From an optimization exercise on the open Yosys and OpenROAD flow, aimed at small area and a short achievable clock period; shortcuts taken in it are not production practice. At most, simulation tests tie the RTL to the original design; equivalence was not proved. Power figures rest on the tool's default switching activity, not on a simulated workload.

south:
==> flow/design.v <==
module d_mem_responder #(
   parameter int unsigned DEPTH       = 64,
   parameter int unsigned WAIT_CYCLES = 2
) (
   input  logic        clock,
   input  logic        reset,
   input  logic        req_valid,
   output logic        req_ready,
   input  logic        req_we,
   input  logic [31:0] req_addr,
   input  logic [31:0] req_wdata,
   output logic        rsp_valid,
   input  logic        rsp_ready,
   output logic [31:0] rsp_rdata,
   output logic        rsp_err,
   output logic        busy
);
   localparam int NR  = 21;     
   localparam int SGL = 21;     
   logic busy_q, rsp_q, w2_q, w1_q, w0_q;
   logic st0_q;                 
   logic wen0_q;                
   logic wen0n_q;               
   logic          we_q, mis_q;
   logic [NR:0]   sel_q;        
   logic [2:0]    w_q;          
   logic          hit;          
   logic          flip;         
   logic [31:0]   r_q;          
   logic          p1_q;         
   logic          wen12_q;      
   logic          wen12n_q;     
   logic [2:0]    t_q;          
   logic          accept, ld_wait, rd_now;
   logic          req_mis;
   logic [5:0]    req_idx;
   logic [NR:0]   req_sel;
   logic [2:0]    req_w;
   logic [2:0]    t_d;
   assign req_mis = |req_addr[1:0];
   assign req_idx = req_addr[7:2];
   logic [2:0] k_ring;
   logic [2:0] k_word;
   always_comb begin
      unique case (req_idx[5:2])
         4'd0:  begin k_ring = 3'd0; k_word = 3'b001; end
         4'd1:  begin k_ring = 3'd0; k_word = 3'b010; end
         4'd2:  begin k_ring = 3'd0; k_word = 3'b100; end
         4'd3:  begin k_ring = 3'd1; k_word = 3'b001; end
         4'd4:  begin k_ring = 3'd1; k_word = 3'b010; end
         4'd5:  begin k_ring = 3'd1; k_word = 3'b100; end
         4'd6:  begin k_ring = 3'd2; k_word = 3'b001; end
         4'd7:  begin k_ring = 3'd2; k_word = 3'b010; end
         4'd8:  begin k_ring = 3'd2; k_word = 3'b100; end
         4'd9:  begin k_ring = 3'd3; k_word = 3'b001; end
         4'd10: begin k_ring = 3'd3; k_word = 3'b010; end
         4'd11: begin k_ring = 3'd3; k_word = 3'b100; end
         4'd12: begin k_ring = 3'd4; k_word = 3'b001; end
         4'd13: begin k_ring = 3'd4; k_word = 3'b010; end
         4'd14: begin k_ring = 3'd4; k_word = 3'b100; end
         default: begin k_ring = 3'd5; k_word = 3'b000; end
      endcase
   end
   always_comb begin
      req_sel = '0;
      req_w   = 3'd0;
      if (req_idx[1:0] != 2'd3) begin
         req_sel[req_idx[5:2]] = 1'b1;
         req_w[req_idx[1:0]]   = 1'b1;
      end else begin
         req_sel[16 + k_ring] = 1'b1;    
         req_w = k_word;
      end
   end
   assign accept = req_valid && !busy_q && !reset;
   logic [2:0] htn_q, ftn_q;
   logic [2:0] htnn, ftnn;      
   assign t_d = (t_q >= 3'd5) ? 3'd0 : t_q + 3'd1;
   always_comb begin
      unique case (t_q)
         3'd0:    begin htnn = 3'b001; ftnn = 3'b000; end   
         3'd1:    begin htnn = 3'b100; ftnn = 3'b100; end   
         3'd2:    begin htnn = 3'b010; ftnn = 3'b010; end   
         3'd3:    begin htnn = 3'b001; ftnn = 3'b001; end   
         3'd4:    begin htnn = 3'b100; ftnn = 3'b000; end   
         3'd5:    begin htnn = 3'b010; ftnn = 3'b000; end   
         default: begin htnn = 3'b010; ftnn = 3'b000; end   
      endcase
   end
   logic hit_d;
   assign hit_d = |(w_q & htn_q) || sel_q[SGL];
   logic hit_q, flip_q, hit_n, flip_n;
   always_comb begin
      if (accept) begin
         hit_n  = |(req_w & htn_q) || req_sel[SGL];
         flip_n = |(req_w & ftn_q) || (req_sel[SGL] && t_d[0]);
      end else begin
         hit_n  = hit_d;
         flip_n = |(w_q & ftn_q) || (sel_q[SGL] && t_d[0]);
      end
   end
   assign hit  = hit_q;
   assign flip = flip_q;
   always_ff @(posedge clock or posedge reset) begin
      if (reset) begin
         busy_q <= 1'b0;
         rsp_q  <= 1'b0;
         w2_q   <= 1'b0;
         w1_q   <= 1'b0;
         w0_q   <= 1'b0;
         st0_q  <= 1'b0;
         wen0_q <= 1'b0;
         wen0n_q <= 1'b1;
      end else begin
         w2_q  <= req_valid && !busy_q;
         w1_q  <= w2_q;
         w0_q  <= w1_q;
         st0_q <= w1_q && we_q && !mis_q;
         wen0_q <= w1_q && we_q && !mis_q && hit_d;
         wen0n_q <= !(w1_q && we_q && !mis_q && hit_d);
         if (!busy_q)       busy_q <= req_valid;
         else if (rsp_q && rsp_ready) busy_q <= 1'b0;
         if (w0_q)          rsp_q <= 1'b1;
         else if (rsp_ready) rsp_q <= 1'b0;
      end
   end
   always_ff @(posedge clock) begin
      t_q    <= t_d;
      htn_q  <= htnn;
      ftn_q  <= ftnn;
      hit_q  <= hit_n;
      flip_q <= flip_n;
      p1_q   <= st0_q;
      wen12_q <= (st0_q || p1_q) && hit_d;
      wen12n_q <= !((st0_q || p1_q) && hit_d);
      if (accept) begin
         we_q  <= req_we;
         mis_q <= req_mis;
         sel_q <= req_sel;
         w_q   <= req_w;
      end
   end
   assign ld_wait = (w2_q || w1_q || w0_q) && !we_q && !mis_q;
   assign rd_now  = ld_wait && hit;
   logic [31:0] ring_p0 [NR];
   logic [31:0] ring_p1 [NR];
   logic [31:0] ring_p2 [NR];
   logic [31:0] single_q;
   logic [31:0] wdata_x;        
   assign wdata_x = r_q ^ {32{flip}};
   for (genvar g = 0; g < NR; g++) begin : g_ring
      logic wr, wr_n;
      logic [31:0] d0;
      assign wr   = (wen0_q || wen12_q) && sel_q[g];
      assign wr_n = (wen0n_q && wen12n_q) || !sel_q[g];
      for (genvar b = 0; b < 32; b++) begin : g_bit
         dmr_ring_in u_in (.sel(wr), .sel_n(wr_n), .d1(wdata_x[b]),
                           .d0(ring_p2[g][b]), .y(d0[b]));
      end
      always_ff @(posedge clock) begin
         ring_p0[g] <= d0;
         ring_p1[g] <= ring_p0[g];
         ring_p2[g] <= ring_p1[g];
      end
   end
   begin : g_single
      logic wr, wr_n;
      logic [31:0] d0;
      assign wr   = (wen0_q || wen12_q) && sel_q[SGL];
      assign wr_n = (wen0n_q && wen12n_q) || !sel_q[SGL];
      for (genvar b = 0; b < 32; b++) begin : g_bit
         dmr_ring_in u_in (.sel(wr), .sel_n(wr_n), .d1(wdata_x[b]),
                           .d0(single_q[b]), .y(d0[b]));
      end
      always_ff @(posedge clock) single_q <= d0;
   end
   logic [31:0] rd_ring, rd_word;
   always_comb begin
      rd_ring = 32'd0;
      for (int g = 0; g < NR; g++) rd_ring = rd_ring | (ring_p2[g] & {32{sel_q[g]}});
      rd_ring = rd_ring | (single_q & {32{sel_q[SGL]}});
   end
   assign rd_word = rd_ring ^ {32{flip}};
   always_ff @(posedge clock) begin
      if (accept)      r_q <= req_mis ? 32'd0 : req_wdata;
      else if (rd_now) r_q <= rd_word;
   end
   assign req_ready = !busy_q && !reset;
   assign rsp_valid = rsp_q;
   assign rsp_rdata = r_q;
   assign rsp_err   = mis_q;
   assign busy      = busy_q;
endmodule
module dmr_ring_in (
   input  logic sel,
   input  logic sel_n,
   input  logic d1,
   input  logic d0,
   output logic y
);
   assign y = ~((sel_n | d1) & (sel | d0));
endmodule
Settings: LEC_CHECK=0, CAP_MARGIN=20, CORE_MARGIN=2, CORE_UTILIZATION=60, PLACE_DENSITY=0.75, SETUP_SLACK_MARGIN=1.75, SLEW_MARGIN=20, SYNTH_HIERARCHICAL=1, SYNTH_MINIMUM_KEEP_SIZE=0; clock period 4.0 ns.
standard.sh (not shown) runs the stock make flow with config.mk's settings and CLKGATE_MAP_FILE= SYNTH_SCRIPT=/design/flow/synth_recipe.tcl, a recipe that flattens the netlist after the stock synthesis.
==> flow/flow/run.sh <==
#!/bin/bash
# Standard layout, with port buffers of a faster cell than buffer_ports picks
# and a clock tree with larger sink clusters.
set -euo pipefail
bash standard.sh finish \
  "BUFFER_PORTS_ARGS=-buffer_cell sky130_fd_sc_hd__buf_4" \
  "CTS_ARGS=-sink_clustering_enable -repair_clock_nets -sink_clustering_size 30 -sink_clustering_max_diameter 120 -buf_list sky130_fd_sc_hd__clkbuf_16" \
  > layout_make.log 2>&1
diff inputs: south => west
--- a/flow/design.v
+++ b/flow/design.v
@@ -38,40 +38,26 @@
    logic [2:0]    req_w;
    logic [2:0]    t_d;
    assign req_mis = |req_addr[1:0];
    assign req_idx = req_addr[7:2];
-   logic [2:0] k_ring;
-   logic [2:0] k_word;
-   always_comb begin
-      unique case (req_idx[5:2])
-         4'd0:  begin k_ring = 3'd0; k_word = 3'b001; end
-         4'd1:  begin k_ring = 3'd0; k_word = 3'b010; end
-         4'd2:  begin k_ring = 3'd0; k_word = 3'b100; end
-         4'd3:  begin k_ring = 3'd1; k_word = 3'b001; end
-         4'd4:  begin k_ring = 3'd1; k_word = 3'b010; end
-         4'd5:  begin k_ring = 3'd1; k_word = 3'b100; end
-         4'd6:  begin k_ring = 3'd2; k_word = 3'b001; end
-         4'd7:  begin k_ring = 3'd2; k_word = 3'b010; end
-         4'd8:  begin k_ring = 3'd2; k_word = 3'b100; end
-         4'd9:  begin k_ring = 3'd3; k_word = 3'b001; end
-         4'd10: begin k_ring = 3'd3; k_word = 3'b010; end
-         4'd11: begin k_ring = 3'd3; k_word = 3'b100; end
-         4'd12: begin k_ring = 3'd4; k_word = 3'b001; end
-         4'd13: begin k_ring = 3'd4; k_word = 3'b010; end
-         4'd14: begin k_ring = 3'd4; k_word = 3'b100; end
-         default: begin k_ring = 3'd5; k_word = 3'b000; end
-      endcase
+   logic [3:0] req_k;
+   logic       req_j3;
+   assign req_k  = req_idx[5:2];
+   assign req_j3 = (req_idx[1:0] == 2'd3);
+   for (genvar r = 0; r < 16; r++) begin : g_sel_lo
+      assign req_sel[r] = !req_j3 && (req_k == 4'(r));
    end
-   always_comb begin
-      req_sel = '0;
-      req_w   = 3'd0;
-      if (req_idx[1:0] != 2'd3) begin
-         req_sel[req_idx[5:2]] = 1'b1;
-         req_w[req_idx[1:0]]   = 1'b1;
-      end else begin
-         req_sel[16 + k_ring] = 1'b1;    
-         req_w = k_word;
-      end
+   for (genvar m = 0; m < 5; m++) begin : g_sel_hi
+      assign req_sel[16 + m] = req_j3 && ((req_k == 4'(3 * m)) ||
+                                          (req_k == 4'(3 * m + 1)) ||
+                                          (req_k == 4'(3 * m + 2)));
+   end
+   assign req_sel[SGL] = req_j3 && (req_k == 4'd15);
+   for (genvar w = 0; w < 3; w++) begin : g_word
+      assign req_w[w] = req_j3 ? ((req_k == 4'(w)) || (req_k == 4'(w + 3)) ||
+                                  (req_k == 4'(w + 6)) || (req_k == 4'(w + 9)) ||
+                                  (req_k == 4'(w + 12)))
+                               : (req_idx[1:0] == 2'(w));
    end
    assign accept = req_valid && !busy_q && !reset;
    logic [2:0] htn_q, ftn_q;
    logic [2:0] htnn, ftnn;      
==> comparison <==
- The flow did not stop early for west: all stages ran, and the layout cleared the timing, DRC and antenna checks.
- sky130_fd_sc_hd__or3_4 as the cell at the slowest stage of the critical path was reported by south, and sky130_fd_sc_hd__dfstp_2 by west.
- Changes observed in west relative to south: part of the total power dissipated in sequential elements increased by 0.5 points relative to the old numbers, area after synthesis decreased by 0.63% relative to the old numbers, fraction of area in registers increased by 1.2 points relative to the old numbers, number of I/O port buffers closely matched the old numbers, xor/xnor cell area share of the yosys netlist closely matched the old numbers.
- Compared with south, west has extra setup slack.
- Total net switching power in west is 2.3% below south.
- Average cell area after synthesis was lower in the run labelled south.
- Against south, die outline area in west came out better.

Starts from the design.v that is shown in full above.
Settings: LEC_CHECK=0, CAP_MARGIN=20, CORE_MARGIN=2, CORE_UTILIZATION=60, PLACE_DENSITY=0.75, SETUP_SLACK_MARGIN=1.9, SLEW_MARGIN=20, SYNTH_HIERARCHICAL=1, SYNTH_MINIMUM_KEEP_SIZE=0; clock period 4.0 ns.
Scripts as last shown in full above: flow/flow/run.sh
==> next run, changes <==
--- a/flow/design.v
+++ b/flow/design.v
@@ -40,36 +40,22 @@
    assign req_mis = |req_addr[1:0];
    assign req_idx = req_addr[7:2];
-   logic [2:0] k_ring;
-   logic [2:0] k_word;
-   always_comb begin
-      unique case (req_idx[5:2])
-         4'd0:  begin k_ring = 3'd0; k_word = 3'b001; end
-         4'd1:  begin k_ring = 3'd0; k_word = 3'b010; end
-         4'd2:  begin k_ring = 3'd0; k_word = 3'b100; end
-         4'd3:  begin k_ring = 3'd1; k_word = 3'b001; end
-         4'd4:  begin k_ring = 3'd1; k_word = 3'b010; end
-         4'd5:  begin k_ring = 3'd1; k_word = 3'b100; end
-         4'd6:  begin k_ring = 3'd2; k_word = 3'b001; end
-         4'd7:  begin k_ring = 3'd2; k_word = 3'b010; end
-         4'd8:  begin k_ring = 3'd2; k_word = 3'b100; end
-         4'd9:  begin k_ring = 3'd3; k_word = 3'b001; end
-         4'd10: begin k_ring = 3'd3; k_word = 3'b010; end
-         4'd11: begin k_ring = 3'd3; k_word = 3'b100; end
-         4'd12: begin k_ring = 3'd4; k_word = 3'b001; end
-         4'd13: begin k_ring = 3'd4; k_word = 3'b010; end
-         4'd14: begin k_ring = 3'd4; k_word = 3'b100; end
-         default: begin k_ring = 3'd5; k_word = 3'b000; end
-      endcase
+   logic [3:0] req_k;
+   logic       req_j3;
+   assign req_k  = req_idx[5:2];
+   assign req_j3 = (req_idx[1:0] == 2'd3);
+   for (genvar r = 0; r < 16; r++) begin : g_sel_lo
+      assign req_sel[r] = !req_j3 && (req_k == 4'(r));
    end
-   always_comb begin
-      req_sel = '0;
-      req_w   = 3'd0;
-      if (req_idx[1:0] != 2'd3) begin
-         req_sel[req_idx[5:2]] = 1'b1;
-         req_w[req_idx[1:0]]   = 1'b1;
-      end else begin
-         req_sel[16 + k_ring] = 1'b1;    
-         req_w = k_word;
-      end
+   for (genvar m = 0; m < 5; m++) begin : g_sel_hi
+      assign req_sel[16 + m] = req_j3 && ((req_k == 4'(3 * m)) ||
+                                          (req_k == 4'(3 * m + 1)) ||
+                                          (req_k == 4'(3 * m + 2)));
+   end
+   assign req_sel[SGL] = req_j3 && (req_k == 4'd15);
+   for (genvar w = 0; w < 3; w++) begin : g_word
+      assign req_w[w] = req_j3 ? ((req_k == 4'(w)) || (req_k == 4'(w + 3)) ||
+                                  (req_k == 4'(w + 6)) || (req_k == 4'(w + 9)) ||
+                                  (req_k == 4'(w + 12)))
+                               : (req_idx[1:0] == 2'(w));
    end
    assign accept = req_valid && !busy_q && !reset;
The changed run finished clean.
Sequential share of layout area goes up by 0.90 points.
Power decreases by 1.3%.
Worst setup slack gets better by 0.23 ns.
Non-clock buffer count falls by 3.
Utilization fell by 0.68 points.
Wire length drops by 4.9%.
Global-route usage fell by 1.5 points.
Clock skew goes down by 0.0075 ns.
Critical path depth goes down by 12.

v29:
Another version of the RTL of d_mem_responder (not shown whole).
Size in the first run: roughly 3500 cells after synthesis, ~2100 flip-flops.
==> module d_mem_responder, before the edit <==
module d_mem_responder #(
   parameter int unsigned DEPTH       = 64,
   parameter int unsigned WAIT_CYCLES = 2
) (
   input  logic        clock,
   input  logic        reset,
   input  logic        req_valid,
   output logic        req_ready,
   input  logic        req_we,
   input  logic [31:0] req_addr,
   input  logic [31:0] req_wdata,
   output logic        rsp_valid,
   input  logic        rsp_ready,
   output logic [31:0] rsp_rdata,
   output logic        rsp_err,
   output logic        busy
);
   localparam int NR  = 21;     
   localparam int SGL = 21;     
   logic busy_q, rsp_q, w2_q, w1_q, w0_q;
   logic st0_q;                 
   logic          we_q, mis_q;
   logic [NR:0]   sel_q;        
   logic [2:0]    w_q;          
   logic [2:0]    ht_q;         
   logic [2:0]    ft_q;         
   logic          hit;          
   logic          flip;         
   logic [31:0]   r_q;          
   logic          p1_q, p2_q;   
   logic [2:0]    t_q;          
   logic          accept, ld_wait, rd_now, win, wen;
   logic          req_mis;
   logic [5:0]    req_idx;
   logic [NR:0]   req_sel;
   logic [2:0]    req_w;
   logic [2:0]    t_d;
   assign req_mis = |req_addr[1:0];
   assign req_idx = req_addr[7:2];
   logic [2:0] k_ring;
   logic [2:0] k_word;
   always_comb begin
      unique case (req_idx[5:2])
         4'd0:  begin k_ring = 3'd0; k_word = 3'b001; end
         4'd1:  begin k_ring = 3'd0; k_word = 3'b010; end
         4'd2:  begin k_ring = 3'd0; k_word = 3'b100; end
         4'd3:  begin k_ring = 3'd1; k_word = 3'b001; end
         4'd4:  begin k_ring = 3'd1; k_word = 3'b010; end
         4'd5:  begin k_ring = 3'd1; k_word = 3'b100; end
         4'd6:  begin k_ring = 3'd2; k_word = 3'b001; end
         4'd7:  begin k_ring = 3'd2; k_word = 3'b010; end
         4'd8:  begin k_ring = 3'd2; k_word = 3'b100; end
         4'd9:  begin k_ring = 3'd3; k_word = 3'b001; end
         4'd10: begin k_ring = 3'd3; k_word = 3'b010; end
         4'd11: begin k_ring = 3'd3; k_word = 3'b100; end
         4'd12: begin k_ring = 3'd4; k_word = 3'b001; end
         4'd13: begin k_ring = 3'd4; k_word = 3'b010; end
         4'd14: begin k_ring = 3'd4; k_word = 3'b100; end
         default: begin k_ring = 3'd5; k_word = 3'b000; end
      endcase
   end
   always_comb begin
      req_sel = '0;
      req_w   = 3'd0;
      if (req_idx[1:0] != 2'd3) begin
         req_sel[req_idx[5:2]] = 1'b1;
         req_w[req_idx[1:0]]   = 1'b1;
      end else begin
         req_sel[16 + k_ring] = 1'b1;    
         req_w = k_word;
      end
   end
   assign accept = req_valid && !busy_q && !reset;
   assign t_d = (t_q >= 3'd5) ? 3'd0 : t_q + 3'd1;
   logic [2:0] ht_d, ft_d;
   always_comb begin
      for (int w = 0; w < 3; w++) begin
         logic [3:0] s;
         s = 4'(t_d) + 4'(w);
         ht_d[w] = (s == 4'd2) || (s == 4'd5) || (s == 4'd8);
         ft_d[w] = (s == 4'd5);
      end
   end
   assign hit  = |(w_q & ht_q);
   assign flip = |(w_q & ft_q);
   always_ff @(posedge clock or posedge reset) begin
      if (reset) begin
         busy_q <= 1'b0;
         rsp_q  <= 1'b0;
         w2_q   <= 1'b0;
         w1_q   <= 1'b0;
         w0_q   <= 1'b0;
         st0_q  <= 1'b0;
      end else begin
         w2_q  <= req_valid && !busy_q;
         w1_q  <= w2_q;
         w0_q  <= w1_q;
         st0_q <= w1_q && we_q && !mis_q;
         if (!busy_q)       busy_q <= req_valid;
         else if (rsp_q && rsp_ready) busy_q <= 1'b0;
         if (w0_q)          rsp_q <= 1'b1;
         else if (rsp_ready) rsp_q <= 1'b0;
      end
   end
   always_ff @(posedge clock) begin
      t_q    <= t_d;
      ht_q   <= ht_d;
      ft_q   <= ft_d;
      p1_q   <= st0_q;
      p2_q   <= p1_q;
      if (accept) begin
         we_q  <= req_we;
         mis_q <= req_mis;
         sel_q <= req_sel;
         w_q   <= req_w;
      end
   end
   assign ld_wait = (w2_q || w1_q || w0_q) && !we_q && !mis_q;
   assign rd_now  = ld_wait && (hit || sel_q[SGL]);
   assign win     = st0_q || p1_q || p2_q;
   assign wen     = win && hit;
   logic [31:0] ring_p0 [NR];
   logic [31:0] ring_p1 [NR];
   logic [31:0] ring_p2 [NR];
   logic [31:0] single_q;
   logic [31:0] wdata_x;        
   assign wdata_x = r_q ^ {32{flip}};
   for (genvar g = 0; g < NR; g++) begin : g_ring
      logic wr, wr_n;
      logic [31:0] d0;
      assign wr_n = !(wen && sel_q[g]);
      assign wr   = !wr_n;
      for (genvar b = 0; b < 32; b++) begin : g_bit
         dmr_ring_in u_in (.sel(wr), .sel_n(wr_n), .d1(wdata_x[b]),
                           .d0(ring_p2[g][b]), .y(d0[b]));
      end
      always_ff @(posedge clock) begin
         ring_p0[g] <= d0;
         ring_p1[g] <= ring_p0[g];
         ring_p2[g] <= ring_p1[g];
      end
   end
   always_ff @(posedge clock) begin
      if (st0_q && sel_q[SGL]) single_q <= r_q;
   end
   logic [NR/3-1:0][31:0] rd_grp_n;
   logic [31:0] rd_ring, rd_word;
   for (genvar k = 0; k < NR / 3; k++) begin : g_rgrp
      for (genvar b = 0; b < 32; b++) begin : g_bit
         dmr_aoi222 u_ao (.a1(sel_q[3*k]),   .b1(ring_p2[3*k][b]),
                          .a2(sel_q[3*k+1]), .b2(ring_p2[3*k+1][b]),
                          .a3(sel_q[3*k+2]), .b3(ring_p2[3*k+2][b]),
                          .y(rd_grp_n[k][b]));
      end
   end
   always_comb begin
      rd_ring = 32'd0;
      for (int k = 0; k < NR / 3; k++) rd_ring = rd_ring | ~rd_grp_n[k];
   end
   assign rd_word = sel_q[SGL] ? single_q : rd_ring ^ {32{flip}};
   always_ff @(posedge clock) begin
      if (accept)      r_q <= req_mis ? 32'd0 : req_wdata;
      else if (rd_now) r_q <= rd_word;
   end
   assign req_ready = !busy_q && !reset;
   assign rsp_valid = rsp_q;
   assign rsp_rdata = r_q;
   assign rsp_err   = mis_q;
   assign busy      = busy_q;
endmodule
==> module dmr_aoi222, before the edit <==
module dmr_aoi222 (
   input  logic a1, b1, a2, b2, a3, b3,
   output logic y
);
   assign y = ~((a1 & b1) | (a2 & b2) | (a3 & b3));
endmodule
clock: 4.0 ns
lec_check: 0
cap_margin: 20
core_margin: 2
core_utilization: 40
setup_slack_margin: 1.6
slew_margin: 20
synth_hierarchical: 1
synth_minimum_keep_size: 0
Scripts as last shown in full above: flow/flow/run.sh
#### Input delta (v27 over v29)
diff --git a/flow/design.v b/flow/design.v
--- a/flow/design.v
+++ b/flow/design.v
@@ -17,21 +17,23 @@
 );
    localparam int NR  = 21;     
    localparam int SGL = 21;     
    logic busy_q, rsp_q, w2_q, w1_q, w0_q;
    logic st0_q;                 
+   logic wen0_q;                
    logic          we_q, mis_q;
    logic [NR:0]   sel_q;        
    logic [2:0]    w_q;          
    logic [2:0]    ht_q;         
    logic [2:0]    ft_q;         
    logic          hit;          
    logic          flip;         
    logic [31:0]   r_q;          
    logic          p1_q, p2_q;   
+   logic          wen12_q;      
    logic [2:0]    t_q;          
-   logic          accept, ld_wait, rd_now, win, wen;
+   logic          accept, ld_wait, rd_now, wen;
    logic          req_mis;
    logic [5:0]    req_idx;
    logic [NR:0]   req_sel;
    logic [2:0]    req_w;
    logic [2:0]    t_d;
@@ -80,24 +82,28 @@
          ht_d[w] = (s == 4'd2) || (s == 4'd5) || (s == 4'd8);
          ft_d[w] = (s == 4'd5);
       end
    end
    assign hit  = |(w_q & ht_q);
+   logic hit_d;
+   assign hit_d = |(w_q & ht_d);
    assign flip = |(w_q & ft_q);
    always_ff @(posedge clock or posedge reset) begin
       if (reset) begin
          busy_q <= 1'b0;
          rsp_q  <= 1'b0;
          w2_q   <= 1'b0;
          w1_q   <= 1'b0;
          w0_q   <= 1'b0;
          st0_q  <= 1'b0;
+         wen0_q <= 1'b0;
       end else begin
          w2_q  <= req_valid && !busy_q;
          w1_q  <= w2_q;
          w0_q  <= w1_q;
          st0_q <= w1_q && we_q && !mis_q;
+         wen0_q <= w1_q && we_q && !mis_q && hit_d;
          if (!busy_q)       busy_q <= req_valid;
          else if (rsp_q && rsp_ready) busy_q <= 1'b0;
          if (w0_q)          rsp_q <= 1'b1;
          else if (rsp_ready) rsp_q <= 1'b0;
       end
@@ -106,21 +112,21 @@
       t_q    <= t_d;
       ht_q   <= ht_d;
       ft_q   <= ft_d;
       p1_q   <= st0_q;
       p2_q   <= p1_q;
+      wen12_q <= (st0_q || p1_q) && hit_d;
       if (accept) begin
          we_q  <= req_we;
          mis_q <= req_mis;
          sel_q <= req_sel;
          w_q   <= req_w;
       end
    end
    assign ld_wait = (w2_q || w1_q || w0_q) && !we_q && !mis_q;
    assign rd_now  = ld_wait && (hit || sel_q[SGL]);
-   assign win     = st0_q || p1_q || p2_q;
-   assign wen     = win && hit;
+   assign wen     = wen0_q || wen12_q;
    logic [31:0] ring_p0 [NR];
    logic [31:0] ring_p1 [NR];
    logic [31:0] ring_p2 [NR];
    logic [31:0] single_q;
    logic [31:0] wdata_x;        
@@ -141,23 +147,14 @@
       end
    end
    always_ff @(posedge clock) begin
       if (st0_q && sel_q[SGL]) single_q <= r_q;
    end
-   logic [NR/3-1:0][31:0] rd_grp_n;
    logic [31:0] rd_ring, rd_word;
-   for (genvar k = 0; k < NR / 3; k++) begin : g_rgrp
-      for (genvar b = 0; b < 32; b++) begin : g_bit
-         dmr_aoi222 u_ao (.a1(sel_q[3*k]),   .b1(ring_p2[3*k][b]),
-                          .a2(sel_q[3*k+1]), .b2(ring_p2[3*k+1][b]),
-                          .a3(sel_q[3*k+2]), .b3(ring_p2[3*k+2][b]),
-                          .y(rd_grp_n[k][b]));
-      end
-   end
    always_comb begin
       rd_ring = 32'd0;
-      for (int k = 0; k < NR / 3; k++) rd_ring = rd_ring | ~rd_grp_n[k];
+      for (int g = 0; g < NR; g++) rd_ring = rd_ring | (ring_p2[g] & {32{sel_q[g]}});
    end
    assign rd_word = sel_q[SGL] ? single_q : rd_ring ^ {32{flip}};
    always_ff @(posedge clock) begin
       if (accept)      r_q <= req_mis ? 32'd0 : req_wdata;
       else if (rd_now) r_q <= rd_word;
@@ -175,11 +172,5 @@
    input  logic d0,
    output logic y
 );
    assign y = ~((sel_n | d1) & (sel | d0));
 endmodule
-module dmr_aoi222 (
-   input  logic a1, b1, a2, b2, a3, b3,
-   output logic y
-);
-   assign y = ~((a1 & b1) | (a2 & b2) | (a3 & b3));
-endmodule
The area after synthesis number comes out higher for v27 vs v29. Of v29 and v27, the lower insertion delay of the later-clocked pin in the worst-skew pair belongs to v29. Diff v29 -> v27: total number of nets in the final design higher; total clock sinks level; clock skew roughly the same; wire length climbed 21 mm. Looking at classification of the worst-slack hold path, the in -> async result is from v29; the in -> reg one comes from v27. Register-to-register setup slack sits higher in v27 than in v29. v27 — area used by multi-input combinational logic 410 um2 higher, v29 as reference. Global-route wire length before repair in v27 is about 13% higher than in v29. v29 → v27: fill cell instance count of the final layout grew by 2.1%; total setup buffers inserted after CTS lost 8. For maximum number of pins on one net before global-route repair, dividing the value from v29 by the value from v27 gives 1.3.
No run of this note included a check of the RTL's function; only the layout flow was run.

==> separate check: timing with driven ports <==
How much do the figures lean on ideal ports? The routed layouts below were timed once more, with nothing changed but the port constraints. Step 1 assumes that a clkbuf_16 drives the clock port and a buf_2 every other input. Step 2 times the ports against the registers' clock, not the clock port: input delays grow and output delays shrink by t, the midpoint of the rising clock arrivals with the driver on. a / b / c = ideal / step 1 / step 2; a / b = the first two.
run	shift t [ns]	setup slack, ns	hold slack, ns	cell pins on the clock port's net
south	0.736	1.603 / 1.627 / 0.891	0.048 / 0.002 / 0.321	1
west	0.750	1.616 / 1.616 / 1.422	0.156 / 0.102 / 0.310	1
the first run of note 2	0.747	1.555 / 1.582 / 0.835	0.039 / -0.012 / 0.314	1
the second run of note 2	0.754	1.781 / 1.708 / 1.548	0.016 / -0.035 / 0.324	1
v29	0.728	1.467 / 1.467 / 0.935	0.079 / 0.038 / 0.319	1
v27	0.769	1.485 / 1.485 / 1.089	0.269 / 0.247 / 0.324	1
After both steps setup and hold are still met in every run listed. For the first run of note 2, which loses most, drivers alone change the setup slack by +0.027 ns; drivers and shift together by -0.720 ns.
